Background: an optimization exercise with open tools, aiming at small area, a short achievable clock period and few clock cycles. Do not read the settings as production practice. RTL that was checked went through simulation tests only; none was proved equivalent to the original. For runs 1, 2, 5 and 6, only the layout was checked, not whether the RTL still works.

==> flow/design.v <==
package ppts_pkg;
  localparam int unsigned NEED_W     = 7;
  localparam int unsigned DUR_W      = 5;
  localparam int unsigned PRIO_W     = 2;
  localparam int unsigned CNT_W      = 32;
  localparam logic [DUR_W-1:0]  MaxDuration = 5'd20;
  localparam logic [PRIO_W-1:0] PrioBlock   = 2'd3;
  typedef enum logic [1:0] {
    STATUS_QUEUED  = 2'd0,
    STATUS_REFUSED = 2'd1,
    STATUS_INVALID = 2'd2,
    STATUS_TICK    = 2'd3
  } status_e;
  typedef enum logic {
    OP_TICK   = 1'b0,
    OP_SUBMIT = 1'b1
  } op_e;
  typedef struct packed {
    logic              operation;
    logic [NEED_W-1:0] task_processors;
    logic [DUR_W-1:0]  task_duration;
  } req_t;
  typedef struct packed {
    logic [1:0]        status;
    logic [6:0]        free_processors;
    logic [4:0]        queue_length;
    logic [6:0]        running_count;
    logic [4:0]        started_now;
    logic [6:0]        finished_now;
    logic [CNT_W-1:0]  tick_total;
    logic [CNT_W-1:0]  idle_total;
    logic [CNT_W-1:0]  completed_total;
    logic [CNT_W-1:0]  refusal_total;
  } res_t;
  typedef struct packed {
    logic [NEED_W-1:0] need;
    logic [DUR_W-1:0]  dur;
    logic [PRIO_W-1:0] prio;
  } wait_t;
  typedef struct packed {
    logic [NEED_W-1:0] need;
    logic [CNT_W-1:0]  due;
  } run_t;
endpackage
import ppts_pkg::*;
module processor_pool_task_scheduler #(
  parameter int unsigned QUEUE_DEPTH    = 16,
  parameter int unsigned RUN_SLOTS      = 64,
  parameter int unsigned MAX_PROCESSORS = 64
) (
  input  logic              clk_i,
  input  logic              rst_ni,
  input  logic              start,
  output logic              busy,
  input  logic [12:0]       req_i,
  output logic              result_valid_o,
  output logic [160:0]      result_o,
  input  logic              cfg_valid_i,
  output logic              cfg_ready_o,
  input  logic [6:0]        cfg_data_i
);
  localparam int unsigned QD = 16;
  localparam int unsigned NB = 20;
  logic [6:0]  pool_q, free_q, held_q, run_q;
  logic [4:0]  cnt_q;
  logic [31:0] tick_q, idle_q, done_q, ref_q;
  logic [1:0]  status_q;
  logic [4:0]  started_q;
  logic [6:0]  fin_q;
  logic        vld_q;
  logic        scan_q;
  logic [3:0]  ptr_q;
  logic [6:0]  thr_q;
  logic        thr_ok_q;
  logic        pv_q;
  logic [4:0]  pi_q;
  logic [6:0]  pn_q;
  logic [6:0]  qn_q [QD];
  logic [4:0]  qd_q [QD];
  logic [1:0]  qp_q [QD];
  logic [6:0]  bs_q [NB];
  logic [6:0]  bc_q [NB];
  logic       is_sub, sub_bad, sub_full, sub_ok, tick_go, first, cfg_go;
  logic [6:0] r_need;
  logic [4:0] r_dur, r_dm1;
  assign r_need   = req_i[11:5];
  assign r_dur    = req_i[4:0];
  assign r_dm1    = (r_dur == 5'd0) ? 5'd0 : r_dur - 5'd1;
  assign is_sub   = start && !scan_q && req_i[12];
  assign sub_bad  = (r_need > pool_q) || (r_dur > 5'd20);
  assign sub_full = cnt_q[4];
  assign sub_ok   = is_sub && !sub_bad && !sub_full;
  assign first    = !scan_q;
  assign tick_go  = scan_q || (start && !req_i[12]);
  assign cfg_go   = cfg_valid_i && !scan_q && !pv_q;
  logic       p0, p1;
  logic [6:0] rs, rc;
  logic [7:0] thr_sum, idl_sum;
  assign p0   = pv_q && (pi_q == 5'd0);
  assign p1   = pv_q && (pi_q == 5'd1);
  assign rs   = bs_q[0] + (p0 ? pn_q : 7'd0);
  assign rc   = bc_q[0] + (p0 ? 7'd1 : 7'd0);
  logic [6:0] run_b, rel_free;
  logic [7:0] rel_sum;
  logic       full, fallback;
  assign run_b    = first ? run_q - rc : run_q;
  assign full     = first ? (run_q[6] && (rc == 7'd0)) : run_q[6];
  assign rel_sum  = idl_sum;
  assign rel_free = (rel_sum > {1'b0, pool_q}) ? pool_q : rel_sum[6:0];
  assign fallback = first && !thr_ok_q;
  logic [6:0] thr;
  logic [3:0] ptr;
  assign thr = first ? thr_q : free_q;
  assign ptr = first ? 4'd0 : ptr_q;
  logic [QD-1:0] cand, fit, hit, seen, fh;
  logic [7:0]    diff [QD];
  always_comb begin
    for (int i = 0; i < QD; i++) begin
      diff[i] = {1'b0, thr} - {1'b0, qn_q[i]};
      cand[i] = (4'(i) >= ptr) && (5'(i) < cnt_q);
      fit[i]  = !diff[i][7] && !full;
      hit[i]  = cand[i] && (fit[i] || (qp_q[i] == 2'd3));
    end
    seen[0] = hit[0];
    for (int i = 1; i < QD; i++) seen[i] = seen[i-1] | hit[i];
    fh[0] = hit[0];
    for (int i = 1; i < QD; i++) fh[i] = hit[i] && !seen[i-1];
  end
  logic       st_now, last, go, start_go;
  logic [6:0] s_need, s_free;
  logic [4:0] s_dm1;
  logic [3:0] h_idx;
  always_comb begin
    st_now = 1'b0;
    last   = 1'b0;
    s_need = '0;
    s_free = '0;
    s_dm1  = '0;
    h_idx  = '0;
    for (int i = 0; i < QD; i++) begin
      st_now = st_now | (fh[i] & fit[i]);
      last   = last | (fh[i] & (5'(i) + 5'd1 == cnt_q));
      s_need = s_need | ({7{fh[i]}} & qn_q[i]);
      s_free = s_free | ({7{fh[i]}} & diff[i][6:0]);
      s_dm1  = s_dm1  | ({5{fh[i]}} & qd_q[i]);
      h_idx  = h_idx  | ({4{fh[i]}} & 4'(i));
    end
  end
  assign go       = tick_go && !fallback;
  assign start_go = go && st_now;
  logic [6:0] cfg_tot, cfg_free;
  always_comb begin
    cfg_tot = cfg_data_i;
    if (cfg_data_i == 7'd0) cfg_tot = 7'd1;
    else if (cfg_data_i > 7'd64) cfg_tot = 7'd64;
    cfg_free = (cfg_tot > held_q) ? cfg_tot - held_q : 7'd0;
  end
  assign thr_sum = first ? {1'b0, thr} + {1'b0, bs_q[1]} + (p1 ? {1'b0, pn_q} : 8'd0)
                         : {1'b0, thr} + {1'b0, bs_q[0]} + (p0 ? {1'b0, pn_q} : 8'd0);
  assign idl_sum = {1'b0, free_q} + {1'b0, bs_q[0]} + (p0 ? {1'b0, pn_q} : 8'd0);
  assign busy           = scan_q;
  assign cfg_ready_o    = !scan_q && !pv_q;
  assign result_valid_o = vld_q;
  assign result_o = {status_q, free_q, cnt_q, run_q, started_q, fin_q,
                     tick_q, idle_q, done_q, ref_q};
  always_ff @(posedge clk_i or negedge rst_ni) begin
    if (!rst_ni) begin
      pool_q    <= 7'd16;
      free_q    <= 7'd16;
      held_q    <= '0;
      run_q     <= '0;
      cnt_q     <= '0;
      tick_q    <= '0;
      idle_q    <= '0;
      done_q    <= '0;
      ref_q     <= '0;
      status_q  <= '0;
      started_q <= '0;
      fin_q     <= '0;
      vld_q     <= 1'b0;
      scan_q    <= 1'b0;
      ptr_q     <= '0;
      thr_q     <= 7'd16;
      thr_ok_q  <= 1'b1;
      pv_q      <= 1'b0;
      pi_q      <= '0;
      pn_q      <= '0;
    end else begin
      vld_q <= 1'b0;
      pv_q   <= start_go;
      pi_q   <= s_dm1;
      pn_q   <= s_need;
      held_q <= held_q - ((tick_go && first) ? rs : 7'd0) + (pv_q ? pn_q : 7'd0);
      if (!tick_go) begin
        thr_q    <= (idl_sum > {1'b0, pool_q}) ? pool_q : idl_sum[6:0];
        thr_ok_q <= !cfg_go;
      end
      if (cfg_go) begin
        pool_q <= cfg_tot;
        free_q <= cfg_free;
      end
      if (is_sub) begin
        vld_q     <= 1'b1;
        started_q <= '0;
        fin_q     <= '0;
        if (sub_bad) begin
          status_q <= 2'd2;
        end else if (sub_full) begin
          status_q <= 2'd1;
          ref_q    <= ref_q + 32'd1;
        end else begin
          status_q <= 2'd0;
          cnt_q    <= cnt_q + 5'd1;
        end
      end
      if (tick_go) begin
        run_q <= run_b + (start_go ? 7'd1 : 7'd0);
        if (first) begin
          status_q <= 2'd3;
          fin_q    <= rc;
          tick_q   <= tick_q + 32'd1;
          done_q   <= done_q + 32'(rc);
        end
        if (fallback) begin
          free_q    <= rel_free;
          ptr_q     <= '0;
          scan_q    <= 1'b1;
          thr_ok_q  <= 1'b0;
          started_q <= '0;
        end else begin
          free_q    <= st_now ? s_free : thr;
          cnt_q     <= cnt_q - (st_now ? 5'd1 : 5'd0);
          ptr_q     <= h_idx;
          scan_q    <= st_now && !last;
          vld_q     <= !st_now || last;
          thr_q     <= (thr_sum > {1'b0, pool_q}) ? pool_q : thr_sum[6:0];
          thr_ok_q  <= !st_now;
          started_q <= (first ? 5'd0 : started_q) + (st_now ? 5'd1 : 5'd0);
          if (!st_now && (run_b == 7'd0)) begin
            idle_q <= idle_q + 32'd1;
          end
        end
      end
    end
  end
  logic       shift;
  logic [4:0] wi;
  logic       wv;
  logic [6:0] w_s, w_c;
  assign shift = tick_go && first;
  assign wi    = shift ? pi_q - 5'd1 : pi_q;
  assign wv    = pv_q && !(shift && (pi_q == 5'd0));
  always_comb begin
    w_s = '0;
    w_c = '0;
    for (int k = 0; k < NB; k++) begin
      if (pi_q == 5'(k)) begin
        w_s = bs_q[k];
        w_c = bc_q[k];
      end
    end
    w_s = w_s + pn_q;
    w_c = w_c + 7'd1;
  end
  always_ff @(posedge clk_i or negedge rst_ni) begin
    if (!rst_ni) begin
      for (int k = 0; k < NB; k++) begin
        bs_q[k] <= '0;
        bc_q[k] <= '0;
      end
    end else begin
      for (int k = 0; k < NB; k++) begin
        if (wv && (wi == 5'(k))) begin
          bs_q[k] <= w_s;
          bc_q[k] <= w_c;
        end else if (shift) begin
          bs_q[k] <= (k == NB - 1) ? 7'd0 : bs_q[(k == NB - 1) ? k : k + 1];
          bc_q[k] <= (k == NB - 1) ? 7'd0 : bc_q[(k == NB - 1) ? k : k + 1];
        end
      end
    end
  end
  always_ff @(posedge clk_i) begin
    for (int i = 0; i < QD; i++) begin
      if (go) begin
        if (st_now && seen[i]) begin
          if (i < QD - 1) begin
            qn_q[i] <= qn_q[(i < QD - 1) ? i + 1 : i];
            qd_q[i] <= qd_q[(i < QD - 1) ? i + 1 : i];
            qp_q[i] <= qp_q[(i < QD - 1) ? i + 1 : i];
          end
        end else if (cand[i] && !seen[i]) begin
          qp_q[i] <= qp_q[i] + 2'd1;
        end
      end else if (sub_ok && (cnt_q[3:0] == 4'(i))) begin
        qn_q[i] <= r_need;
        qd_q[i] <= r_dm1;
        qp_q[i] <= 2'd0;
      end
    end
  end
endmodule
==> flow/run.sh <==
#!/bin/bash
# synth_recipe.tcl (not shown) runs the flow's synth.tcl, then flattens the netlist and writes it again
# the make line also repeats each setting of config.mk as NAME=value (left out here)
make -C /OpenROAD-flow-scripts/flow DESIGN_CONFIG=/design/flow/config.mk WORK_HOME=/design/flow/orfs CLKGATE_MAP_FILE= SYNTH_SCRIPT=/design/flow/synth_recipe.tcl finish
==> flow/config.mk <==
export PLATFORM = sky130hd
export DESIGN_NAME = processor_pool_task_scheduler
export DESIGN_NICKNAME = processor_pool_task_scheduler
export VERILOG_FILES = /design/flow/design.v
export SDC_FILE = /design/flow/constraint.sdc
export NUM_CORES = 4
export LEC_CHECK = 0
export CAP_MARGIN = 20
export CORE_MARGIN = 2
export CORE_UTILIZATION = 40
export SETUP_SLACK_MARGIN = 3.5
export SLEW_MARGIN = 20
==> flow/constraint.sdc <==
create_clock -name core_clock -period 8.0 [get_ports {clk_i}]
set_input_delay 1.6000 -clock core_clock [delete_from_list [all_inputs] [get_ports {clk_i}]]
set_output_delay 1.6000 -clock core_clock [all_outputs]
set_load 0.01 [all_outputs]
==> impl_metrics.ini, run 1 <==
[route]
drc = 0
route.antenna.remaining_nets = 0
route.detailed.vias_per_inst = 5.98
detailroute.via_count = 40506
avg_wl_per_cell_um = 24.5
firstDrtPassIters = 6
finalWirelength_um = 166000
number_of_design_rule_violations_left_by_the_first_detailed_router_iteration = 4014

[setup_path]
worst-endpoint-arrival_ns = 5.82
cp_slowest_stage_delay_ns = 0.45
critical_path_peak_fanout = 6
worstSetupStartpointType = flop
critical_path.reg2reg.startpoint = pi_q[0]
worstSetupPathType = flop to flop
timing.critical_path.cells = inv_4 -> ha_4 -> buf_6 -> nor2b_4 -> nand2_4 -> nor2_4 -> fa_1 -> ha_1 -> nor2b_4 -> o31a_1 -> a21oi_2 -> ha_4 -> o211ai_1 -> nand2_1 -> o21ai_2 -> o32ai_2 -> a311oi_4 -> buf_6 -> mux2_4 -> a32oi_4 -> a21oi_2 -> nand4b_1 -> nor4_1 -> a2bb2oi_1
endpoint_class_of_the_critical_path = flop
worstPathRequired_ns = 8.54
critical-path-slowest-cell = fa_1
critical_path.startpoint = pi_q[0]

[synthesis]
postSynthNetCount = 5123
yosysSeqAreaShare_pct = 41.4
number_of_synthesized_flops_with_an_enable_pin = 224
synth_area_leader_cell = dfrtp_1
synth.top_cells.by_count = 583 x nand2_1, 478 x dfrtp_1, 350 x o21ai_0, 290 x nor2_1, 251 x clkbuf_1
synth_xor_area_share_pct = 5.02
yosysMostFrequentCell = nand2_1
asyncSetResetFlopFracSynth_pct = 68.3
synth.area.mux_share_pct = 5.47
main_combinational_cell_family_by_area_after_synthesis = compound AO/OA/AOI/OAI gates
post_synth.cell_area_avg_um2 = 9.42
netlist_area_um2 = 45400
synthCells = 4818
yosys.area_share.adder_pct = 8.59
yosys_warnings = 7
synth_top_cell_area_share_pct = 26.4
dominantRegCellSynth = dfrtp_1
yosys.cell_types.count = 100
ys_top_cells_by_area = dfrtp_1 26%, edfxtp_1 15%, ha_1 6.3%
synth_simple_gate_area_share_pct = 14.8
ys_seq_elements = 706
synth_compound_area_share_pct = 20.3

[grt]
globalRouteTotalUtil_pct = 27.2
globalRoute.totalOverflow = 0
grt_max_degree = 131
antenna_found_initial = 2
via_count_of_the_first_global_routing_pass = 38921
global_route_wire_length_before_repair_um = 245000

[worst_hold_path]
hp-class = flop to flop
holdCritStartpoint = idle_q[31]

[clocking]
clkTransAtPathRegs_ns = 0.06
htree_num_levels = 3
clkLatencyLatePin_ns = 0.69
cts-buffers-inserted = 85
max-clock-path-buffers = 3
ctsRootBufferMaster = clkbuf_16
cts.sinks = 706
cts_hold_buffers = 0
tritoncts = yes

[run]
maxCapViolCount = 0

[floorplan]
io_pins = 188
placement_rows = 123
core_area_um2 = 112000
start_util_pct = 40.3
die_width_um = 341
floorplan.die.height_um = 341
dieArea_um2 = 116000

[final_layout]
final_cells = 6774
final_layout_size_suffix_gt1_share_pct = 19.0
final_core_util_pct = 51.5
antenna-diode-count = 0
area_growth_pct = 27.8
design.final.nets = 5512

[run_status]
run_status = finished clean

[place]
finalWeightedCongestion = 0.922
placed_cells_incl_taps = 6323
port_buffers = 187
place.detailed.hpwl_um = 111000

[sta]
timing.max_slew.rel_slack_pct = 25.0
setup_viol_count_final = 0
clock_skew_ns = 0.0378
finalHoldViolations = 0
achievable-frequency_ghz = 0.189
rsz0062_at_grt = yes
post-route-period-util_pct = 66.0
timing.final.crit_period_ns = 5.28
setup_total_negative_slack_ns = 0
number_of_max_slew_violations_in_the_final_report = 0
worst_pin_slew_ns = 1.12
path summary, 6_finish.rpt:
check                              end  slack [ns]  cells past startpoint
max                          free_q[5]        2.72                     24
min                         idle_q[31]        0.46                      1
max reg2reg                  free_q[5]        2.72                     24
min reg2reg                 idle_q[31]        0.46                      1
max in group asynchronous  bs_q[13][1]        5.47                      3
min in group asynchronous   done_q[30]        0.87                      1
per-layer routing:
| layer | global-route usage (%) | vias up | wire [um] |
|---|---|---|---|
| met5 | 0 | - | 44 |
| met4 | 10.8 | 6 | 7350 |
| met3 | 4.60 | 394 | 12400 |
| met2 | 43.0 | 1810 | 76600 |
| met1 | 37.1 | 20061 | 69500 |
| li1 | - | 18235 | - |
repair_timing:
action | in CTS | in global routing
gates resized for setup | 335 | 345
setup endpoints to repair | 709 | 564
gates cloned | 11 | 7
pin swaps | 125 | 120
setup buffers | 196 | 83
hold endpoints to repair | 0 | 0
layout make-up:
cell class / count / area, um2
fill: 10063 / 54500
multi-input combinational: 3593 / 27500
sequential: 706 / 18800
timing repair buffer: 573 / 5940
clock buffer: 118 / 2450
tap: 1500 / 1880
inverter: 248 / 950
clock inverter: 36 / 437
per-stage QoR:
stage | setup WS (ns) | cell area (um2) | hold WS (ns)
after floorplan | 2.60 | 46000 | 0.452
after global routing | 2.54 | 58000 | 0.492
after global placement | 1.44 | 49400 | 0.457
after CTS | 2.80 | 55800 | 0.471
final | 2.72 | 58000 | 0.462
after detailed placement | 1.31 | 49400 | 0.459
registers in the layout (all words and copies together) (netlist names), 32 cells and up, named ones only:
name,flops
bc_q,140
bs_q,140
done_q,32
idle_q,32
qd_q,80
qn_q,112
qp_q,32
ref_q,32
tick_q,32
cell families (layout without fill, tap and decap cells):
| kind of cell | count (synthesis) | count (layout) |
|---|---|---|
| xor gates and xnor gates | 259 | 262 |
| muxes | 245 | 247 |
| and+or+nand+nor | 1422 | 1423 |
| AOI/OAI and AO/OA | 1380 | 1380 |
| buffers and inverters | 525 | 975 |
| adders and majority gates | 281 | 281 |
| DFF | 706 | 706 |
worst max-delay path: cells and delay by family, from the launching register on:
family,cells,cell delay (ns)
muxes,1,0.32
buffers and inverters,3,0.35
and+or+nand+nor,7,1.31
adders and majority gates,4,1.21
AOI/OAI and AO/OA,9,1.50
DFF,1,0.43
layout by cell type, fill, tap and decap left out, types with 41 or more instances in the layout:
cell type,synthesis,layout
o21ai_0,350,256
buf_4,2,239
xor2_1,88,83
inv_1,246,240
a21o_1,219,217
nand2_1,583,515
a22oi_1,61,60
o21a_1,48,48
buf_6,4,79
a21oi_1,239,208
o21ai_1,7,57
xnor2_1,170,158
clkbuf_16,0,93
a211oi_1,60,53
nor2_1,290,253
and3_1,52,49
clkdlybuf4s50_1,0,184
nor3_1,69,47
and2_1,68,59
dfrtp_1,478,474
fa_1,51,46
nand4_1,44,44
mux2i_1,220,213
edfxtp_1,224,224
ha_1,230,206
a31oi_1,53,51
nand3_1,129,112
buf_12,0,48
a221oi_1,63,41
==> run 2: changes to the inputs <==
--- a/flow/config.mk
+++ b/flow/config.mk
@@ -8,5 +8,4 @@
 export CAP_MARGIN = 20
 export CORE_MARGIN = 2
 export CORE_UTILIZATION = 40
-export SETUP_SLACK_MARGIN = 3.5
 export SLEW_MARGIN = 20
==> run 2 against run 1 <==
Net effect:
- still clean on timing, DRC and antenna
- routed wire length fell by 9.6%
- maximum frequency shrank 27%
- critical path depth up 5
- sequential share of layout area rose by 3.7 points
- die area unchanged
- register-to-register slack got worse by 2.0 ns
- first-iteration DRC count shrank 6.6%
- critical path type unchanged
- critical endpoint is now run_q[6]
- largest cell class unchanged
==> impl_metrics.ini, run 2 <==
[run_status]
run_status = finished clean

[final_layout]
layout_common_cells = 581 x nand2_1, 477 x dfrtp_1, 343 x o21ai_0
final_common_cell = nand2_1
area_growth_pct = 14.7
final_cells = 6502
stdcell_area_um2 = 52000
largest_registers = bc_q (140), bs_q (140), qn_q (112)
design.final.nets = 5234
final_core_util_pct = 46.2
final_layout_size_suffix_gt1_share_pct = 7.16

[sta]
number_of_max_slew_violations_in_the_final_report = 0
finalHoldViolations = 0
fin_worst_hold_slack_ns = 0.473
worst_setup_margin_ns = 0.755
setup_viol_count_final = 0
timing.max_slew.rel_slack_pct = 23.7
worst_pin_slew_ns = 1.15
rsz0062_at_grt = no
achievable-frequency_ghz = 0.138
clock_skew_ns = 0.0299
setup_total_negative_slack_ns = 0
timing.final.crit_period_ns = 7.25
post-route-period-util_pct = 90.6

[worst_hold_path]
hp-class = flop to flop
holdCritStartpoint = idle_q[31]
timing.hold.worst_endpoint = idle_q[31]
hold-path-cell-count = 1

[clocking]
clkLatencyLatePin_ns = 0.68
max-clock-path-buffers = 3
cts-buffers-inserted = 86
tritoncts = yes
clkTransAtPathRegs_ns = 0.06
postCtsSetupBuffers = 0
ctsRootBufferMaster = clkbuf_16
htree_num_levels = 3
cts.sinks = 706
cts_hold_buffers = 0
post_cts_resized = 0

[place]
placed_cells_incl_taps = 6339
finalWeightedCongestion = 0.925
port_buffers = 187
place.detailed.hpwl_um = 109000
dpl_cell_area_um2 = 49100
post-place-ws_ns = 0.809

[setup_path]
critical_path_s_most_frequent_cell = ha_1
regToRegEndpoint = run_q[6]
critical_path.reg2reg.startpoint = pi_q[0]
critical-path-slowest-cell = nand2_1
cpLargestDelayFamily = simple AND/OR/NAND/NOR gates
timing.critical_path.buf_inv = 8
worstSetupPathType = flop to flop
worstPathRequired_ns = 8.52
reg2reg_setup_slack_ns = 0.75
cp_slowest_stage_delay_ns = 0.57
endpoint_class_of_the_critical_path = flop
worst-endpoint-arrival_ns = 7.77
worstSetupStartpointType = flop
worstRegToRegCells = 29
critical_path_peak_fanout = 24

[synthesis]
ys_seq_elements = 706
synth_top_cell_area_share_pct = 26.4
asyncSetResetFlopFracSynth_pct = 68.3
yosysMostFrequentCell = nand2_1
synth_area_leader_cell = dfrtp_1
yosys_warnings = 7
synthCells = 4818
synth.top_cells.by_count = 583 x nand2_1, 478 x dfrtp_1, 350 x o21ai_0, 290 x nor2_1, 251 x clkbuf_1
ys_top_cells_by_area = dfrtp_1 26%, edfxtp_1 15%, ha_1 6.3%
postSynthNetCount = 5123
yosys.cell_types.count = 100
dominantRegCellSynth = dfrtp_1
number_of_synthesized_flops_with_an_enable_pin = 224
yosysSeqAreaShare_pct = 41.4
post_synth.cell_area_avg_um2 = 9.42
netlist_area_um2 = 45400

[grt]
via_count_of_the_first_global_routing_pass = 36469
global_route_wire_length_before_repair_um = 229000
globalRoute.totalOverflow = 0
globalRouteTotalUtil_pct = 25.3
grt_max_degree = 141
antenna_found_initial = 2

[floorplan]
io_pins = 188
core_area_um2 = 112000
dieArea_um2 = 116000
start_util_pct = 40.3
placement_rows = 123
floorplan.die.height_um = 341
die_width_um = 341

[run]
maxCapViolCount = 0

[route]
route.detailed.vias_per_inst = 5.87
finalWirelength_um = 150000
number_of_design_rule_violations_left_by_the_first_detailed_router_iteration = 3749
avg_wl_per_cell_um = 23.1
drc = 0
firstDrtPassIters = 6
route.antenna.remaining_nets = 0
detailroute.via_count = 38140
-- run 2: per-layer routing --
layer	vias to the layer above	wire length, um	GRT usage, %
li1	17635	-	-
met1	18828	66500	35.8
met2	1428	68700	39.8
met3	247	9710	3.58
met4	2	5040	8.45
met5	-	9	0
-- run 2: kinds of logic after synthesis --
| family | after synthesis | synth area share [%] |
|---|---|---|
| xor+xnor | 259 | 5.02 |
| fa+ha+maj | 281 | 8.59 |
| mux | 245 | 5.47 |
| simple gates | 1422 | 14.8 |
| flops | 706 | 41.4 |
| compound gates | 1380 | 20.3 |
| buf+inv | 525 | 4.46 |
-- run 2: final cells by class --
cell class | count | area [um2]
antenna | 1 | 2.50
clock buffer | 130 | 2550
clock inverter | 30 | 312
fill | 10703 | 60500
inverter | 248 | 936
multi-input combinational | 3587 | 24800
sequential | 706 | 18800
tap | 1500 | 1880
timing repair buffer | 300 | 2760
-- run 2: worst max path at each step --
stage	slack (ns)	depth (start not counted)	startpoint	end
floorplan	1.20	19	scan_q	qd_q[10][0]
detailed placement	0.81	29	pi_q[0]	run_q[6]
CTS	0.81	29	pi_q[0]	run_q[6]
global route	0.19	28	pi_q[0]	run_q[6]
global placement	0.93	29	pi_q[0]	run_q[6]
finish	0.75	29	pi_q[0]	run_q[6]
-- run 2: worst register-to-register path: cells and delay by family, from the launching register on --
kind / cells / cell delay (ns)
simple gates: 10 / 2.80
xor+xnor: 2 / 0.35
buf+inv: 8 / 1.50
flops: 1 / 0.47
fa+ha+maj: 5 / 1.04
compound gates: 4 / 0.95
==> run 3: changes to the inputs <==
--- a/flow/design.v
+++ b/flow/design.v
@@ -72,7 +72,7 @@
   logic [3:0]  ptr_q;
   logic [6:0]  thr_q;
   logic        thr_ok_q;
-  logic        pv_q;
+  logic        pv_q, p0_q, p1_q;
   logic [4:0]  pi_q;
   logic [6:0]  pn_q;
   logic [6:0]  qn_q [QD];
@@ -96,21 +96,27 @@
   logic       p0, p1;
   logic [6:0] rs, rc;
   logic [7:0] thr_sum, idl_sum;
-  assign p0   = pv_q && (pi_q == 5'd0);
-  assign p1   = pv_q && (pi_q == 5'd1);
+  assign p0   = p0_q;
+  assign p1   = p1_q;
   assign rs   = bs_q[0] + (p0 ? pn_q : 7'd0);
   assign rc   = bc_q[0] + (p0 ? 7'd1 : 7'd0);
   logic [6:0] run_b, rel_free;
   logic [7:0] rel_sum;
   logic       full, fallback;
   assign run_b    = first ? run_q - rc : run_q;
-  assign full     = first ? (run_q[6] && (rc == 7'd0)) : run_q[6];
+  assign full     = run_q[6] && (scan_q || ((bc_q[0] == 7'd0) && !p0_q));
   assign rel_sum  = idl_sum;
   assign rel_free = (rel_sum > {1'b0, pool_q}) ? pool_q : rel_sum[6:0];
   assign fallback = first && !thr_ok_q;
+  logic [6:0] run_b1;
+  logic [4:0] cnt_m1, st_b, st_b1;
+  assign run_b1 = run_b + 7'd1;
+  assign cnt_m1 = cnt_q - 5'd1;
+  assign st_b   = first ? 5'd0 : started_q;
+  assign st_b1  = st_b + 5'd1;
   logic [6:0] thr;
   logic [3:0] ptr;
-  assign thr = first ? thr_q : free_q;
+  assign thr = thr_q;
   assign ptr = first ? 4'd0 : ptr_q;
   logic [QD-1:0] cand, fit, hit, seen, fh;
   logic [7:0]    diff [QD];
@@ -128,6 +134,7 @@
   end
   logic       st_now, last, go, start_go;
   logic [6:0] s_need, s_free;
+  logic       s_d0, s_d1;
   logic [4:0] s_dm1;
   logic [3:0] h_idx;
   always_comb begin
@@ -136,6 +143,8 @@
     s_need = '0;
     s_free = '0;
     s_dm1  = '0;
+    s_d0   = 1'b0;
+    s_d1   = 1'b0;
     h_idx  = '0;
     for (int i = 0; i < QD; i++) begin
       st_now = st_now | (fh[i] & fit[i]);
@@ -143,6 +152,8 @@
       s_need = s_need | ({7{fh[i]}} & qn_q[i]);
       s_free = s_free | ({7{fh[i]}} & diff[i][6:0]);
       s_dm1  = s_dm1  | ({5{fh[i]}} & qd_q[i]);
+      s_d0   = s_d0 | (fh[i] & (qd_q[i] == 5'd0));
+      s_d1   = s_d1 | (fh[i] & (qd_q[i] == 5'd1));
       h_idx  = h_idx  | ({4{fh[i]}} & 4'(i));
     end
   end
@@ -183,11 +194,15 @@
       thr_q     <= 7'd16;
       thr_ok_q  <= 1'b1;
       pv_q      <= 1'b0;
+      p0_q      <= 1'b0;
+      p1_q      <= 1'b0;
       pi_q      <= '0;
       pn_q      <= '0;
     end else begin
       vld_q <= 1'b0;
       pv_q   <= start_go;
+      p0_q   <= start_go && s_d0;
+      p1_q   <= start_go && s_d1;
       pi_q   <= s_dm1;
       pn_q   <= s_need;
       held_q <= held_q - ((tick_go && first) ? rs : 7'd0) + (pv_q ? pn_q : 7'd0);
@@ -214,7 +229,7 @@
         end
       end
       if (tick_go) begin
-        run_q <= run_b + (start_go ? 7'd1 : 7'd0);
+        run_q <= start_go ? run_b1 : run_b;
         if (first) begin
           status_q <= 2'd3;
           fin_q    <= rc;
@@ -223,19 +238,20 @@
         end
         if (fallback) begin
           free_q    <= rel_free;
+          thr_q     <= rel_free;
           ptr_q     <= '0;
           scan_q    <= 1'b1;
           thr_ok_q  <= 1'b0;
           started_q <= '0;
         end else begin
           free_q    <= st_now ? s_free : thr;
-          cnt_q     <= cnt_q - (st_now ? 5'd1 : 5'd0);
+          cnt_q     <= st_now ? cnt_m1 : cnt_q;
           ptr_q     <= h_idx;
           scan_q    <= st_now && !last;
           vld_q     <= !st_now || last;
-          thr_q     <= (thr_sum > {1'b0, pool_q}) ? pool_q : thr_sum[6:0];
+          thr_q     <= st_now ? s_free : ((thr_sum > {1'b0, pool_q}) ? pool_q : thr_sum[6:0]);
           thr_ok_q  <= !st_now;
-          started_q <= (first ? 5'd0 : started_q) + (st_now ? 5'd1 : 5'd0);
+          started_q <= st_now ? st_b1 : st_b;
           if (!st_now && (run_b == 7'd0)) begin
             idle_q <= idle_q + 32'd1;
           end
--- a/flow/config.mk
+++ b/flow/config.mk
@@ -8,4 +8,5 @@
 export CAP_MARGIN = 20
 export CORE_MARGIN = 2
 export CORE_UTILIZATION = 40
+export SETUP_SLACK_MARGIN = 5.0
 export SLEW_MARGIN = 20
==> run 3 against run 2 <==
Net effect:
- sequential share of layout area down 7.7 points
- routed wire length up 30%
- clock skew up 0.030 ns
- critical endpoint is now bs_q[15][6]
- critical path depth down 6
- final cell count up 16%
- register-to-register slack better by 2.6 ns
==> impl_metrics.ini, run 3 <==
[run_status]
run_status = finished clean

[grt]
antenna_found_initial = 11
globalRouteTotalUtil_pct = 31.2
global_route_wire_length_before_repair_um = 282000
grt_max_degree = 154
globalRoute.totalOverflow = 0
via_count_of_the_first_global_routing_pass = 43747

[worst_hold_path]
timing.hold.worst_endpoint = tick_q[31]
hp-class = flop to flop
hold-path-cell-count = 1
holdCritStartpoint = tick_q[31]

[sta]
fin_worst_hold_slack_ns = 0.469
timing.max_slew.rel_slack_pct = 31.9
setup_total_negative_slack_ns = 0
setup_viol_count_final = 0
rsz0062_at_grt = yes
post-route-period-util_pct = 57.8
clock_skew_ns = 0.0602
timing.final.crit_period_ns = 4.62
worst_pin_slew_ns = 1.01
number_of_max_slew_violations_in_the_final_report = 0
finalHoldViolations = 0
achievable-frequency_ghz = 0.216

[floorplan]
start_util_pct = 40.5
die_width_um = 345
placement_rows = 124
dieArea_um2 = 119000
floorplan.die.height_um = 345
io_pins = 188
core_area_um2 = 115000

[run]
maxCapViolCount = 0

[setup_path]
worstSetupStartpointType = flop
critical_path_peak_fanout = 9
worstPathRequired_ns = 8.58
timing.critical_path.cells = buf_12 -> or4_4 -> o21ai_2 -> a211oi_2 -> o311ai_1 -> o21ai_1 -> a31oi_2 -> o221ai_2 -> a21oi_1 -> o22a_1 -> ha_4 -> inv_2 -> fa_2 -> inv_2 -> a21oi_2 -> o21bai_2 -> a21o_1 -> a21oi_2 -> xnor2_2 -> buf_4 -> xnor2_4 -> buf_12 -> o21ai_0
timing.critical_path.buf_inv = 5
cpLargestDelayFamily = compound AO/OA/AOI/OAI gates
cp_slowest_stage_delay_ns = 0.54
critical-path-slowest-cell = or4_4
regToRegEndpoint = bs_q[15][6]
reg2reg_setup_slack_ns = 3.38
worstSetupPathType = flop to flop
critical_path.reg2reg.startpoint = pi_q[4]
worstRegToRegCells = 23
worst-endpoint-arrival_ns = 5.20
cp.depth = 23
endpoint_class_of_the_critical_path = flop

[final_layout]
largest_registers = bc_q (140), bs_q (140), qn_q (112)
area_growth_pct = 43.6
layout_common_cells = 771 x nand2_1, 445 x buf_4, 425 x dfrtp_1
design.final.nets = 6252
final_core_util_pct = 58.1
final_layout_size_suffix_gt1_share_pct = 31.2
final_common_cell = nand2_1

[route]
wirelength_met1_um = 77300
detailroute.via_count = 46622
route.met2.wl_um = 85600
drc = 0
route.antenna.remaining_nets = 0
number_of_design_rule_violations_left_by_the_first_detailed_router_iteration = 5714
finalWirelength_um = 195000
avg_wl_per_cell_um = 25.9
dr_wl_met3_um = 20700
route.detailed.vias_per_inst = 6.19
firstDrtPassIters = 6
dr.max_layer_used = met5

[synthesis]
synth_top_cell_area_share_pct = 25.9
synth_area_leader_cell = dfrtp_1
synth_simple_gate_area_share_pct = 18.9
yosys_warnings = 7
number_of_synthesized_flops_with_an_enable_pin = 224
asyncSetResetFlopFracSynth_pct = 68.4
main_combinational_cell_family_by_area_after_synthesis = compound AO/OA/AOI/OAI gates
yosysMostFrequentCell = nand2_1
synth.top_cells.by_count = 857 x nand2_1, 480 x dfrtp_1, 320 x nor2_1, 280 x o21ai_0, 253 x clkbuf_1
yosys.cell_types.count = 111
ys_seq_elements = 708
yosys.area_share.adder_pct = 8.38
post_synth.cell_area_avg_um2 = 8.98
postSynthNetCount = 5469
synth_compound_area_share_pct = 20.3
netlist_area_um2 = 46400
ys_top_cells_by_area = dfrtp_1 26%, edfxtp_1 14%, nand2_1 6.9%
synth.area.mux_share_pct = 2.22
synth_xor_area_share_pct = 4.74
yosysSeqAreaShare_pct = 40.6
synthCells = 5165
dominantRegCellSynth = dfrtp_1

[clocking]
cts-buffers-inserted = 84
cts.sinks = 708
htree_num_levels = 3
clkTransAtPathRegs_ns = 0.06
max-clock-path-buffers = 3
ctsRootBufferMaster = clkbuf_16
tritoncts = yes
clkLatencyLatePin_ns = 0.71

[place]
finalWeightedCongestion = 0.958
place.detailed.hpwl_um = 114000
port_buffers = 187
run 3: area by class of cell:
class,count,area [um2]
diodes,1,2.50
clock buffers,120,2370
clock inverters,36,583
fillers,9356,48100
inverters,246,943
multi-input cells,3909,30900
flip-flops and latches,708,18900
well taps,1512,1890
repair buffers,999,11000
run 3: what timing repair did:
item / CTS / global route
hold endpoints to repair: 0 / 0
endpoints found under the setup margin: 1073 / 856
gates cloned: 71 / 10
resized for setup: 1233 / 341
pin swaps: 260 / 236
hold buffers: 0 / 0
setup buffers: 532 / 147
run 3: through the flow:
stage               std cells  area [um2]  worst slack, ns
floorplan                5165       48900             3.69
global placement         6614       51200             2.44
finish                   7531       66600             3.38
CTS                      7373       63800             3.55
global route             7531       66600             3.20
detailed placement       6614       51200             2.28
run 3: cell families after synthesis:
kind of cell | Yosys count
buffers and inverters | 578
muxes | 101
DFF | 708
and+or+nand+nor | 1858
adders and majority gates | 280
AOI/OAI and AO/OA | 1389
xor gates and xnor gates | 251
run 3: how the worst max path moves through the flow:
| stage | endpoint | from | slack [ns] |
|---|---|---|---|
| 2_1_floorplan | thr_q[6] | thr_q[1] | 3.69 |
| 3_3_place_gp | bs_q[10][6] | pi_q[0] | 2.44 |
| 3_5_place_dp | bs_q[18][6] | pi_q[3] | 2.28 |
| 4_1_cts | bs_q[15][6] | pi_q[4] | 3.55 |
| 5_1_grt | bs_q[9][6] | pi_q[2] | 3.20 |
| 6_report | bs_q[15][6] | pi_q[4] | 3.38 |
run 3: metal layers:
metal  track usage (%)  vias to the layer above
met1              42.6                    22951
met4              14.0                       10
met3              6.10                      664
li1                  -                    20223
met2              47.7                     2774
met5                 0                        -
Testbench counts of run 3, summed over its fixed seeds: cycles 6,434.
==> run 4: changes to the inputs <==
--- a/flow/config.mk
+++ b/flow/config.mk
@@ -8,5 +8,5 @@
 export CAP_MARGIN = 20
 export CORE_MARGIN = 2
 export CORE_UTILIZATION = 40
-export SETUP_SLACK_MARGIN = 5.0
+export SETUP_SLACK_MARGIN = 4.0
 export SLEW_MARGIN = 20
==> run 4 against run 3 <==
Net effect:
- still clean on timing, DRC and antenna
- count of clock-buffer cells in the layout rose by 4
- utilization fell by 7.3 points
- maximum frequency is 2.2% higher
- non-clock buffer count shrank 453
- highest routed layer unchanged
==> impl_metrics.ini, run 4 <==
[synthesis]
dominantRegCellSynth = dfrtp_1
asyncSetResetFlopFracSynth_pct = 68.4
ys_seq_elements = 708
yosysMostFrequentCell = nand2_1
yosys_warnings = 7
postSynthNetCount = 5469
ys_top_cells_by_area = dfrtp_1 26%, edfxtp_1 14%, nand2_1 6.9%
synth_area_leader_cell = dfrtp_1
post_synth.cell_area_avg_um2 = 8.98
synthCells = 5165
yosys.cell_types.count = 111
netlist_area_um2 = 46400
number_of_synthesized_flops_with_an_enable_pin = 224
yosysSeqAreaShare_pct = 40.6
synth.top_cells.by_count = 857 x nand2_1, 480 x dfrtp_1, 320 x nor2_1, 280 x o21ai_0, 253 x clkbuf_1
synth_top_cell_area_share_pct = 25.9

[setup_path]
worstSetupStartpointType = flop
worstSetupPathType = flop to flop
critical_path_s_most_frequent_cell = buf_4
critical_path_peak_fanout = 3
worstPathRequired_ns = 8.56
cp_slowest_stage_delay_ns = 0.52
worst-endpoint-arrival_ns = 5.08
critical-path-slowest-cell = dfrtp_4
reg2reg_setup_slack_ns = 3.48
endpoint_class_of_the_critical_path = flop

[grt]
via_count_of_the_first_global_routing_pass = 40029
globalRouteTotalUtil_pct = 27.4
antenna_found_initial = 7
global_route_wire_length_before_repair_um = 251000
globalRoute.totalOverflow = 0
grt_max_degree = 173

[route]
finalWirelength_um = 171000
firstDrtPassIters = 6
drc = 0
number_of_design_rule_violations_left_by_the_first_detailed_router_iteration = 5158
route.detailed.vias_per_inst = 6.08
route.antenna.remaining_nets = 0
detailroute.via_count = 42968
avg_wl_per_cell_um = 24.1

[run_status]
run_status = finished clean

[clocking]
max-clock-path-buffers = 3
cts-buffers-inserted = 85
clkTransAtPathRegs_ns = 0.07
clkLatencyLatePin_ns = 0.70
ctsRootBufferMaster = clkbuf_16
cts.sinks = 708
htree_num_levels = 3
cts_hold_buffers = 0
tritoncts = yes

[floorplan]
placement_rows = 124
die_width_um = 345
floorplan.die.height_um = 345
start_util_pct = 40.5
dieArea_um2 = 119000
io_pins = 188
core_area_um2 = 115000

[final_layout]
final_core_util_pct = 50.8
final_cells = 7072
design.final.nets = 5790
layout_common_cells = 822 x nand2_1, 462 x dfrtp_1, 289 x nor2_1
num-fill-cells = 10321
final_layout_size_suffix_gt1_share_pct = 17.4
multi_input_area_um2 = 28200
flip_flop_and_latch_area_um2 = 18900
stdcell_area_um2 = 58300
final_common_cell = nand2_1
largest_registers = bc_q (140), bs_q (140), qn_q (112)
area_growth_pct = 25.6

[sta]
worst_pin_slew_ns = 1.05
setup_total_negative_slack_ns = 0
achievable-frequency_ghz = 0.221
timing.max_slew.rel_slack_pct = 29.3
timing.final.crit_period_ns = 4.52
finalHoldViolations = 0
worst_setup_margin_ns = 3.48
setup_viol_count_final = 0
rsz0062_at_grt = yes
number_of_max_slew_violations_in_the_final_report = 0
clock_skew_ns = 0.0415
fin_worst_hold_slack_ns = 0.468
post-route-period-util_pct = 56.5

[place]
finalWeightedCongestion = 0.952
post-place-ws_ns = 2.07
port_buffers = 187
place.detailed.hpwl_um = 111000
placed_cells_incl_taps = 6609
dpl_cell_area_um2 = 49900

[run]
maxCapViolCount = 0

[worst_hold_path]
hp-class = flop to flop
## run 4: cell counts after synthesis
Identical to the previous run, type by type.
## run 4: worst max-delay path: cells and delay by family, from the launching register on
family | cells | cell delay, ns
flops | 1 | 0.52
mux | 1 | 0.20
simple gates | 3 | 0.41
compound gates | 4 | 0.55
buf+inv | 14 | 1.68
fa+ha+maj | 3 | 1.05
## run 4: cells by family (layout without fill, tap and decap cells)
family / after synthesis / count (layout) / share of synthesized area, %
flip-flops: 708 / 708 / 40.6
AO/OA/AOI/OAI: 1389 / 1392 / 20.3
AND/OR/NAND/NOR: 1858 / 1870 / 18.9
buffers and inverters: 578 / 950 / 4.90
XOR/XNOR: 251 / 256 / 4.74
multiplexers: 101 / 101 / 2.22
adder cells (fa/ha/maj): 280 / 280 / 8.38
other: 0 / 3 / 0
## run 4: cell type report
type,instances,area share (%)
Timing Repair Buffer,546,9.48
Clock buffer,124,4.25
Tap cell,1512,3.25
Sequential cell,708,32.4
Multi-Input combinational cell,3899,48.3
Inverter,246,1.61
Antenna cell,3,0.0129
Clock inverter,34,0.651
## run 4: worst paths after layout
check | from | end | cells after the start
setup / recovery | p0_q | free_q[5] | 25
hold / removal | done_q[31] | done_q[31] | 1
setup reg to reg | p0_q | free_q[5] | 25
hold reg to reg | done_q[31] | done_q[31] | 1
max in group asynchronous | rst_ni | pi_q[0] | 2
min in group asynchronous | rst_ni | bc_q[1][3] | 1
## run 4: repair_timing
action                                  in CTS  in global routing
pin swaps                                  112                128
gates resized for setup                    366                276
gates cloned                                21                 11
buffers inserted                           173                 95
endpoints found under the setup margin     813                600
## run 4: metal layers
layer / vias up / share of wire [%] / track usage, %
met4: 4 / 3.1 / 8.26
li1: 19265 / - / -
met1: 21084 / 44 / 40.7
met2: 2261 / 42 / 39.5
met3: 354 / 11 / 6.09
met5: - / 0.016 / 0
==> run 5: changes to the inputs <==
--- a/flow/design.v
+++ b/flow/design.v
@@ -119,12 +119,10 @@
   assign thr = thr_q;
   assign ptr = first ? 4'd0 : ptr_q;
   logic [QD-1:0] cand, fit, hit, seen, fh;
-  logic [7:0]    diff [QD];
   always_comb begin
     for (int i = 0; i < QD; i++) begin
-      diff[i] = {1'b0, thr} - {1'b0, qn_q[i]};
       cand[i] = (4'(i) >= ptr) && (5'(i) < cnt_q);
-      fit[i]  = !diff[i][7] && !full;
+      fit[i]  = (qn_q[i] <= thr) && !full;
       hit[i]  = cand[i] && (fit[i] || (qp_q[i] == 2'd3));
     end
     seen[0] = hit[0];
@@ -150,7 +148,6 @@
       st_now = st_now | (fh[i] & fit[i]);
       last   = last | (fh[i] & (5'(i) + 5'd1 == cnt_q));
       s_need = s_need | ({7{fh[i]}} & qn_q[i]);
-      s_free = s_free | ({7{fh[i]}} & diff[i][6:0]);
       s_dm1  = s_dm1  | ({5{fh[i]}} & qd_q[i]);
       s_d0   = s_d0 | (fh[i] & (qd_q[i] == 5'd0));
       s_d1   = s_d1 | (fh[i] & (qd_q[i] == 5'd1));
@@ -158,6 +155,7 @@
     end
   end
   assign go       = tick_go && !fallback;
+  assign s_free = thr - s_need;
   assign start_go = go && st_now;
   logic [6:0] cfg_tot, cfg_free;
   always_comb begin
==> run 5 against run 4 <==
Net effect:
- count of clock-buffer cells in the layout shrank 2
- sequential cell count did not move
- die area fell by 5.7%
- utilization increased by 0.41 points
- critical endpoint is now bs_q[17][6]
- largest cell class unchanged
- highest routed layer is now met4
==> impl_metrics.ini, run 5 <==
[synthesis]
post_synth.cell_area_avg_um2 = 9.69
synth.top_cells.by_count = 529 x nand2_1, 480 x dfrtp_1, 288 x o21ai_0, 255 x nor2_1, 229 x ha_1
synth_compound_area_share_pct = 19.7
synth_xor_area_share_pct = 3.49
yosys.cell_types.count = 120
synthCells = 4511
synth_simple_gate_area_share_pct = 16.5
netlist_area_um2 = 43700
yosys.area_share.adder_pct = 8.16
asyncSetResetFlopFracSynth_pct = 68.4
number_of_synthesized_flops_with_an_enable_pin = 224
ys_top_cells_by_area = dfrtp_1 27%, edfxtp_1 15%, ha_1 6.6%
dominantRegCellSynth = dfrtp_1
ys_seq_elements = 708
yosys_warnings = 7
synth_area_leader_cell = dfrtp_1
yosysMostFrequentCell = nand2_1
main_combinational_cell_family_by_area_after_synthesis = compound AO/OA/AOI/OAI gates
synth.area.mux_share_pct = 5.00
synth_top_cell_area_share_pct = 27.5
yosysSeqAreaShare_pct = 43.1
postSynthNetCount = 4799

[route]
dr_wl_met3_um = 15900
finalWirelength_um = 161000
dr.max_layer_used = met4
route.met2.wl_um = 69800
drc = 0
avg_wl_per_cell_um = 25.3
route.detailed.vias_per_inst = 6.15
number_of_design_rule_violations_left_by_the_first_detailed_router_iteration = 4487
detailroute.via_count = 39171
route.antenna.remaining_nets = 0
wirelength_met1_um = 68600
firstDrtPassIters = 7

[setup_path]
worstRegToRegCells = 20
regToRegEndpoint = bs_q[17][6]
worstPathRequired_ns = 8.58
worst-endpoint-arrival_ns = 5.24
critical_path.reg2reg.startpoint = pi_q[0]
reg2reg_setup_slack_ns = 3.34
critical_path_peak_fanout = 18
worstSetupStartpointType = flop
worstSetupPathType = flop to flop
endpoint_class_of_the_critical_path = flop
cp-endpoint = bs_q[17][6]
critical_path.startpoint = pi_q[0]

[grt]
global_route_wire_length_before_repair_um = 235000
antenna_found_initial = 2
grt_max_degree = 159
globalRouteTotalUtil_pct = 27.3
globalRoute.totalOverflow = 0
via_count_of_the_first_global_routing_pass = 36907

[floorplan]
start_util_pct = 40.2
placement_rows = 121
floorplan.die.height_um = 335
dieArea_um2 = 112000
io_pins = 188
core_area_um2 = 109000
die_width_um = 335

[worst_hold_path]
hp-class = flop to flop

[clocking]
clkTransAtPathRegs_ns = 0.06
cts_hold_buffers = 0
cts-buffers-inserted = 85
tritoncts = yes
ctsRootBufferMaster = clkbuf_16
htree_num_levels = 3
max-clock-path-buffers = 3
cts.sinks = 708
clkLatencyLatePin_ns = 0.69

[final_layout]
largest_registers = bc_q (140), bs_q (140), qn_q (112)
design.final.nets = 5171
flip_flop_and_latch_area_um2 = 18900
num-fill-cells = 9646
multi_input_area_um2 = 26000
stdcell_area_um2 = 55700
layout_common_cells = 469 x nand2_1, 458 x dfrtp_1, 257 x buf_4
final_common_cell = nand2_1
final_layout_size_suffix_gt1_share_pct = 20.4
area_growth_pct = 27.4

[sta]
achievable-frequency_ghz = 0.215
timing.max_slew.rel_slack_pct = 24.7
timing.final.crit_period_ns = 4.66
finalHoldViolations = 0
rsz0062_at_grt = yes
post-route-period-util_pct = 58.2
setup_total_negative_slack_ns = 0
number_of_max_slew_violations_in_the_final_report = 0
clock_skew_ns = 0.0323
fin_worst_hold_slack_ns = 0.470
worst_pin_slew_ns = 1.12
setup_viol_count_final = 0

[place]
port_buffers = 187
place.detailed.hpwl_um = 106000
dpl_cell_area_um2 = 47400
finalWeightedCongestion = 0.941

[run_status]
run_status = finished clean

[run]
maxCapViolCount = 0
run 5: final cells by class:
| type | count | share of cell area, % |
|---|---|---|
| Timing Repair inverter | 1 | 0.0112 |
| Multi-Input combinational cell | 3373 | 46.7 |
| Clock buffer | 122 | 4.49 |
| Antenna cell | 1 | 0.00449 |
| Sequential cell | 708 | 33.9 |
| Tap cell | 1414 | 3.18 |
| Timing Repair Buffer | 560 | 10.1 |
| Inverter | 154 | 1.07 |
| Clock inverter | 33 | 0.645 |
run 5: kinds of logic after synthesis:
logic type | Yosys count
mux | 216
flops | 708
fa+ha+maj | 264
simple gates | 1437
compound gates | 1268
buf+inv | 444
xor+xnor | 174
run 5: metal layers:
layer	up-vias	track usage (%)
li1	17425	-
met1	19479	38.3
met2	1895	40.6
met3	372	6.48
met4	0	10.6
met5	-	0
run 5: how the worst min path moves through the flow:
stage                     depth (start not counted)     endpoint         from  slack [ns]
after detailed placement                          1   idle_q[31]   idle_q[31]        0.46
after CTS                                         1   tick_q[31]   tick_q[31]        0.47
final                                             1   tick_q[31]   tick_q[31]        0.47
after floorplan                                   2  bs_q[19][3]  bs_q[19][3]        0.48
after global placement                            1   tick_q[31]   tick_q[31]        0.46
after global routing                              1   done_q[31]   done_q[31]        0.48
run 5: worst max-delay path, cell delays in order (launching register included):
cell	delay (ns)
dfrtp_2	0.44
buf_4	0.16
ha_4	0.27
nor2_1	0.11
nor3_1	0.90
nor2_1	0.22
o221ai_1	0.25
o221ai_2	0.15
ha_2	0.22
inv_1	0.08
fa_2	0.22
inv_2	0.05
a21oi_4	0.17
o21bai_4	0.10
a21o_1	0.20
a21oi_4	0.19
xor2_4	0.31
xnor2_4	0.19
buf_12	0.15
nor2_4	0.03
a31oi_1	0.16
run 5: timing repair:
| item | in CTS | in global routing |
|---|---|---|
| gates cloned | 13 | 10 |
| setup buffers | 153 | 117 |
| resized for setup | 271 | 369 |
| pin swaps | 76 | 109 |
| endpoints found under the setup margin | 705 | 622 |
run 5: through the flow:
| step | cells | worst slack (ns) | util (%) |
|---|---|---|---|
| floorplan | 4511 | 3.72 | - |
| finish | 6366 | 3.34 | 51.2 |
| CTS | 6238 | 3.37 | 48.8 |
| global route | 6365 | 3.27 | 51.2 |
| detailed placement | 5917 | 1.98 | 43.6 |
| global placement | 5917 | 2.04 | 43.6 |
==> run 6: changes to the inputs <==
--- a/flow/design.v
+++ b/flow/design.v
@@ -80,6 +80,11 @@
   logic [1:0]  qp_q [QD];
   logic [6:0]  bs_q [NB];
   logic [6:0]  bc_q [NB];
+  logic [NB-1:0] bv_q;      
+  logic [6:0]  b0_s, b0_c, b1_s;
+  assign b0_s = bv_q[0] ? bs_q[0] : 7'd0;
+  assign b0_c = bv_q[0] ? bc_q[0] : 7'd0;
+  assign b1_s = bv_q[1] ? bs_q[1] : 7'd0;
   logic       is_sub, sub_bad, sub_full, sub_ok, tick_go, first, cfg_go;
   logic [6:0] r_need;
   logic [4:0] r_dur, r_dm1;
@@ -98,13 +103,13 @@
   logic [7:0] thr_sum, idl_sum;
   assign p0   = p0_q;
   assign p1   = p1_q;
-  assign rs   = bs_q[0] + (p0 ? pn_q : 7'd0);
-  assign rc   = bc_q[0] + (p0 ? 7'd1 : 7'd0);
+  assign rs   = b0_s + (p0 ? pn_q : 7'd0);
+  assign rc   = b0_c + (p0 ? 7'd1 : 7'd0);
   logic [6:0] run_b, rel_free;
   logic [7:0] rel_sum;
   logic       full, fallback;
   assign run_b    = first ? run_q - rc : run_q;
-  assign full     = run_q[6] && (scan_q || ((bc_q[0] == 7'd0) && !p0_q));
+  assign full     = run_q[6] && (scan_q || ((b0_c == 7'd0) && !p0_q));
   assign rel_sum  = idl_sum;
   assign rel_free = (rel_sum > {1'b0, pool_q}) ? pool_q : rel_sum[6:0];
   assign fallback = first && !thr_ok_q;
@@ -119,10 +124,12 @@
   assign thr = thr_q;
   assign ptr = first ? 4'd0 : ptr_q;
   logic [QD-1:0] cand, fit, hit, seen, fh;
+  logic [7:0]    diff [QD];
   always_comb begin
     for (int i = 0; i < QD; i++) begin
+      diff[i] = {1'b0, thr} - {1'b0, qn_q[i]};
       cand[i] = (4'(i) >= ptr) && (5'(i) < cnt_q);
-      fit[i]  = (qn_q[i] <= thr) && !full;
+      fit[i]  = !diff[i][7] && !full;
       hit[i]  = cand[i] && (fit[i] || (qp_q[i] == 2'd3));
     end
     seen[0] = hit[0];
@@ -148,6 +155,7 @@
       st_now = st_now | (fh[i] & fit[i]);
       last   = last | (fh[i] & (5'(i) + 5'd1 == cnt_q));
       s_need = s_need | ({7{fh[i]}} & qn_q[i]);
+      s_free = s_free | ({7{fh[i]}} & diff[i][6:0]);
       s_dm1  = s_dm1  | ({5{fh[i]}} & qd_q[i]);
       s_d0   = s_d0 | (fh[i] & (qd_q[i] == 5'd0));
       s_d1   = s_d1 | (fh[i] & (qd_q[i] == 5'd1));
@@ -155,7 +163,6 @@
     end
   end
   assign go       = tick_go && !fallback;
-  assign s_free = thr - s_need;
   assign start_go = go && st_now;
   logic [6:0] cfg_tot, cfg_free;
   always_comb begin
@@ -164,9 +171,12 @@
     else if (cfg_data_i > 7'd64) cfg_tot = 7'd64;
     cfg_free = (cfg_tot > held_q) ? cfg_tot - held_q : 7'd0;
   end
-  assign thr_sum = first ? {1'b0, thr} + {1'b0, bs_q[1]} + (p1 ? {1'b0, pn_q} : 8'd0)
-                         : {1'b0, thr} + {1'b0, bs_q[0]} + (p0 ? {1'b0, pn_q} : 8'd0);
-  assign idl_sum = {1'b0, free_q} + {1'b0, bs_q[0]} + (p0 ? {1'b0, pn_q} : 8'd0);
+  logic [6:0] tb_s;
+  logic       tb_p;
+  assign tb_s    = first ? b1_s : b0_s;
+  assign tb_p    = first ? p1 : p0;
+  assign thr_sum = {1'b0, thr} + {1'b0, tb_s} + (tb_p ? {1'b0, pn_q} : 8'd0);
+  assign idl_sum = {1'b0, free_q} + {1'b0, b0_s} + (p0 ? {1'b0, pn_q} : 8'd0);
   assign busy           = scan_q;
   assign cfg_ready_o    = !scan_q && !pv_q;
   assign result_valid_o = vld_q;
@@ -205,7 +215,7 @@
       pn_q   <= s_need;
       held_q <= held_q - ((tick_go && first) ? rs : 7'd0) + (pv_q ? pn_q : 7'd0);
       if (!tick_go) begin
-        thr_q    <= (idl_sum > {1'b0, pool_q}) ? pool_q : idl_sum[6:0];
+        thr_q    <= rel_free;
         thr_ok_q <= !cfg_go;
       end
       if (cfg_go) begin
@@ -268,7 +278,7 @@
     w_s = '0;
     w_c = '0;
     for (int k = 0; k < NB; k++) begin
-      if (pi_q == 5'(k)) begin
+      if (bv_q[k] && (pi_q == 5'(k))) begin
         w_s = bs_q[k];
         w_c = bc_q[k];
       end
@@ -278,22 +288,28 @@
   end
   always_ff @(posedge clk_i or negedge rst_ni) begin
     if (!rst_ni) begin
-      for (int k = 0; k < NB; k++) begin
-        bs_q[k] <= '0;
-        bc_q[k] <= '0;
-      end
+      bv_q <= '0;
     end else begin
       for (int k = 0; k < NB; k++) begin
         if (wv && (wi == 5'(k))) begin
-          bs_q[k] <= w_s;
-          bc_q[k] <= w_c;
+          bv_q[k] <= 1'b1;
         end else if (shift) begin
-          bs_q[k] <= (k == NB - 1) ? 7'd0 : bs_q[(k == NB - 1) ? k : k + 1];
-          bc_q[k] <= (k == NB - 1) ? 7'd0 : bc_q[(k == NB - 1) ? k : k + 1];
+          bv_q[k] <= (k == NB - 1) ? 1'b0 : bv_q[(k == NB - 1) ? k : k + 1];
         end
       end
     end
   end
+  always_ff @(posedge clk_i) begin
+    for (int k = 0; k < NB; k++) begin
+      if (wv && (wi == 5'(k))) begin
+        bs_q[k] <= w_s;
+        bc_q[k] <= w_c;
+      end else if (shift && (k < NB - 1)) begin
+        bs_q[k] <= bs_q[(k == NB - 1) ? k : k + 1];
+        bc_q[k] <= bc_q[(k == NB - 1) ? k : k + 1];
+      end
+    end
+  end
   always_ff @(posedge clk_i) begin
     for (int i = 0; i < QD; i++) begin
       if (go) begin
--- a/flow/config.mk
+++ b/flow/config.mk
@@ -8,5 +8,6 @@
 export CAP_MARGIN = 20
 export CORE_MARGIN = 2
 export CORE_UTILIZATION = 40
+export CTS_BUF_LIST = sky130_fd_sc_hd__clkbuf_8
 export SETUP_SLACK_MARGIN = 4.0
 export SLEW_MARGIN = 20
==> run 6 against run 5 <==
Net effect:
- still clean
- sequential cell count up 20
- worst hold slack worse by 0.0037 ns
- via count up 0.31%
- largest cell class unchanged
==> impl_metrics.ini, run 6 <==
[run_status]
run_status = finished clean

[grt]
antenna_found_initial = 13
via_count_of_the_first_global_routing_pass = 36874
globalRoute.totalOverflow = 0
globalRouteTotalUtil_pct = 26.1
grt_max_degree = 102
global_route_wire_length_before_repair_um = 232000

[worst_hold_path]
hp-class = flop to flop
holdCritStartpoint = idle_q[31]

[synthesis]
yosysSeqAreaShare_pct = 46.2
yosysMostFrequentCell = nand2_1
number_of_synthesized_flops_with_an_enable_pin = 504
ys_top_cells_by_area = edfxtp_1 34%, dfrtp_1 12%, ha_1 6.2%
synth.top_cells.by_count = 577 x nand2_1, 504 x edfxtp_1, 357 x o21ai_0, 268 x inv_1, 237 x nor2_1
ys_seq_elements = 728
synthCells = 4525
postSynthNetCount = 4815
synth_area_leader_cell = edfxtp_1
post_synth.cell_area_avg_um2 = 9.92
yosys_warnings = 7
yosys.cell_types.count = 99
asyncSetResetFlopFracSynth_pct = 30.8
synth_top_cell_area_share_pct = 33.7
dominantRegCellSynth = edfxtp_1
netlist_area_um2 = 44900

[setup_path]
timing.critical_path.cells = inv_4 -> ha_4 -> nor4b_4 -> and2_4 -> buf_4 -> a22oi_1 -> a211oi_1 -> a221oi_2 -> o21ai_0 -> mux2_2 -> a221oi_1 -> o31a_1 -> a21oi_1 -> a221o_1 -> ha_1 -> a21o_1 -> a21oi_2 -> xnor2_2 -> and2_4 -> a221oi_2 -> nand2_2 -> mux2_2
timing.critical_path.buf_inv = 2
reg2reg_setup_slack_ns = 2.57
cp-endpoint = bs_q[4][6]
regToRegEndpoint = bs_q[4][6]
critical-path-slowest-cell = dfrtp_2
critical_path.reg2reg.startpoint = pi_q[0]
worst-endpoint-arrival_ns = 6.02
critical_path.startpoint = pi_q[0]
worstRegToRegCells = 22
worstPathRequired_ns = 8.59
cpLargestDelayFamily = compound AO/OA/AOI/OAI gates
endpoint_class_of_the_critical_path = flop
critical_path_peak_fanout = 7
worstSetupPathType = flop to flop
worstSetupStartpointType = flop
cp_slowest_stage_delay_ns = 0.44
cp.depth = 22

[sta]
setup_viol_count_final = 0
timing.final.crit_period_ns = 5.43
rsz0062_at_grt = yes
achievable-frequency_ghz = 0.184
clock_skew_ns = 0.0392
post-route-period-util_pct = 67.8
worst_pin_slew_ns = 1.42
setup_total_negative_slack_ns = 0
timing.max_slew.rel_slack_pct = 5.19
finalHoldViolations = 0
worst_setup_margin_ns = 2.57
number_of_max_slew_violations_in_the_final_report = 0

[place]
place.detailed.hpwl_um = 108000
post-place-ws_ns = 1.32
port_buffers = 187
finalWeightedCongestion = 0.967

[floorplan]
dieArea_um2 = 115000
start_util_pct = 40.5
io_pins = 188
floorplan.die.height_um = 339
placement_rows = 122
die_width_um = 339
core_area_um2 = 111000

[final_layout]
final_core_util_pct = 52.5
largest_registers = bc_q (140), bs_q (140), qn_q (112)
final_layout_size_suffix_gt1_share_pct = 23.8
design.final.nets = 5283
area_growth_pct = 29.8
num-fill-cells = 9840
layout_common_cells = 518 x nand2_1, 504 x edfxtp_1, 299 x inv_1
final_common_cell = nand2_1

[clocking]
cts.sinks = 728
htree_num_levels = 4
cts-buffers-inserted = 132
ctsRootBufferMaster = clkbuf_8
clkLatencyLatePin_ns = 0.86
clkTransAtPathRegs_ns = 0.06
max-clock-path-buffers = 3
tritoncts = yes

[route]
finalWirelength_um = 161000
number_of_design_rule_violations_left_by_the_first_detailed_router_iteration = 4068
detailroute.via_count = 39294
route.antenna.remaining_nets = 0
drc = 0
firstDrtPassIters = 8
route.detailed.vias_per_inst = 5.97
avg_wl_per_cell_um = 24.5

[run]
maxCapViolCount = 0
==> run 6: worst min path at each step <==
stage | to | slack, ns | depth (start not counted)
2_1_floorplan | bv_q[16] | 0.48 | 2
3_3_place_gp | done_q[31] | 0.46 | 1
3_5_place_dp | idle_q[31] | 0.46 | 1
4_1_cts | idle_q[31] | 0.47 | 1
5_1_grt | idle_q[31] | 0.49 | 1
6_report | idle_q[31] | 0.47 | 1
==> run 6: logic make-up after synthesis <==
family / count (synthesis) / synth area share (%)
AND/OR/NAND/NOR: 1392 / 14.8
AO/OA/AOI/OAI: 1273 / 19.1
flip-flops: 728 / 46.2
buffers and inverters: 511 / 4.38
adder cells (fa/ha/maj): 266 / 8.13
XOR/XNOR: 262 / 5.11
multiplexers: 93 / 2.24
==> run 6: through the flow <==
step	area (um2)	std cells	hold WS, ns
CTS	55200	6470	0.468
detailed placement	48800	6014	0.463
global placement	48800	6013	0.457
global route	58300	6587	0.487
finish	58300	6587	0.466
floorplan	45600	4525	0.478
==> run 6: layer usage <==
metal	wire length (um)	vias up	GRT usage, %
met5	69	-	0
met2	71600	1898	40.3
met4	6040	10	8.73
met3	14600	398	5.12
li1	-	17624	-
met1	68800	19364	36.7
==> run 6: area by class of cell <==
type | count | area [um2] | area share [%]
antenna | 1 | 2.50 | 0.00430
clock buffer | 142 | 1950 | 3.35
clock inverter | 97 | 508 | 0.872
inverter | 269 | 1030 | 1.77
multi-input combinational | 3295 | 26200 | 44.9
sequential | 728 | 20800 | 35.7
tap | 1488 | 1860 | 3.20
timing repair buffer | 566 | 5930 | 10.2
timing repair inverter | 1 | 7.51 | 0.0129
==> run 6: timing repair <==
item                                    CTS  global route
pin swaps                               138           176
gates resized for setup                 469           411
hold endpoints to repair                  0             0
cloned                                   14            16
endpoints found under the setup margin  955           835
buffers inserted                        203            99
hold buffers                              0             0

==> port drivers added, routing unchanged <==
How much do the figures lean on ideal ports? The routed layouts below were timed once more, with nothing changed but the port constraints. Step 1 assumes that a clkbuf_16 drives the clock port and a buf_2 every other input. Step 2 times the ports against the registers' clock, not the clock port: input delays grow and output delays shrink by t, the midpoint of the rising clock arrivals with the driver on. a / b / c = no drivers / after step 1 / after step 2; a / b = the first two.
run	shift t [ns]	setup WS [ns]	worst setup path at the end
run 1	0.745	2.717 / 2.717 / 2.717	register to register
run 2	0.735	0.755 / 0.755 / 0.755	register to register
run 3	0.760	3.378 / 3.378 / 3.228	input to register
run 4	0.752	3.478 / 3.478 / 3.104	input to register
run 5	0.753	3.342 / 3.342 / 3.059	input to register
run 6	0.908	2.572 / 2.572 / 2.572	register to register
After both steps setup and hold are still met in every run listed. For run 4, which loses most, drivers alone change the setup slack by 0.000 ns; drivers and shift together by -0.374 ns.
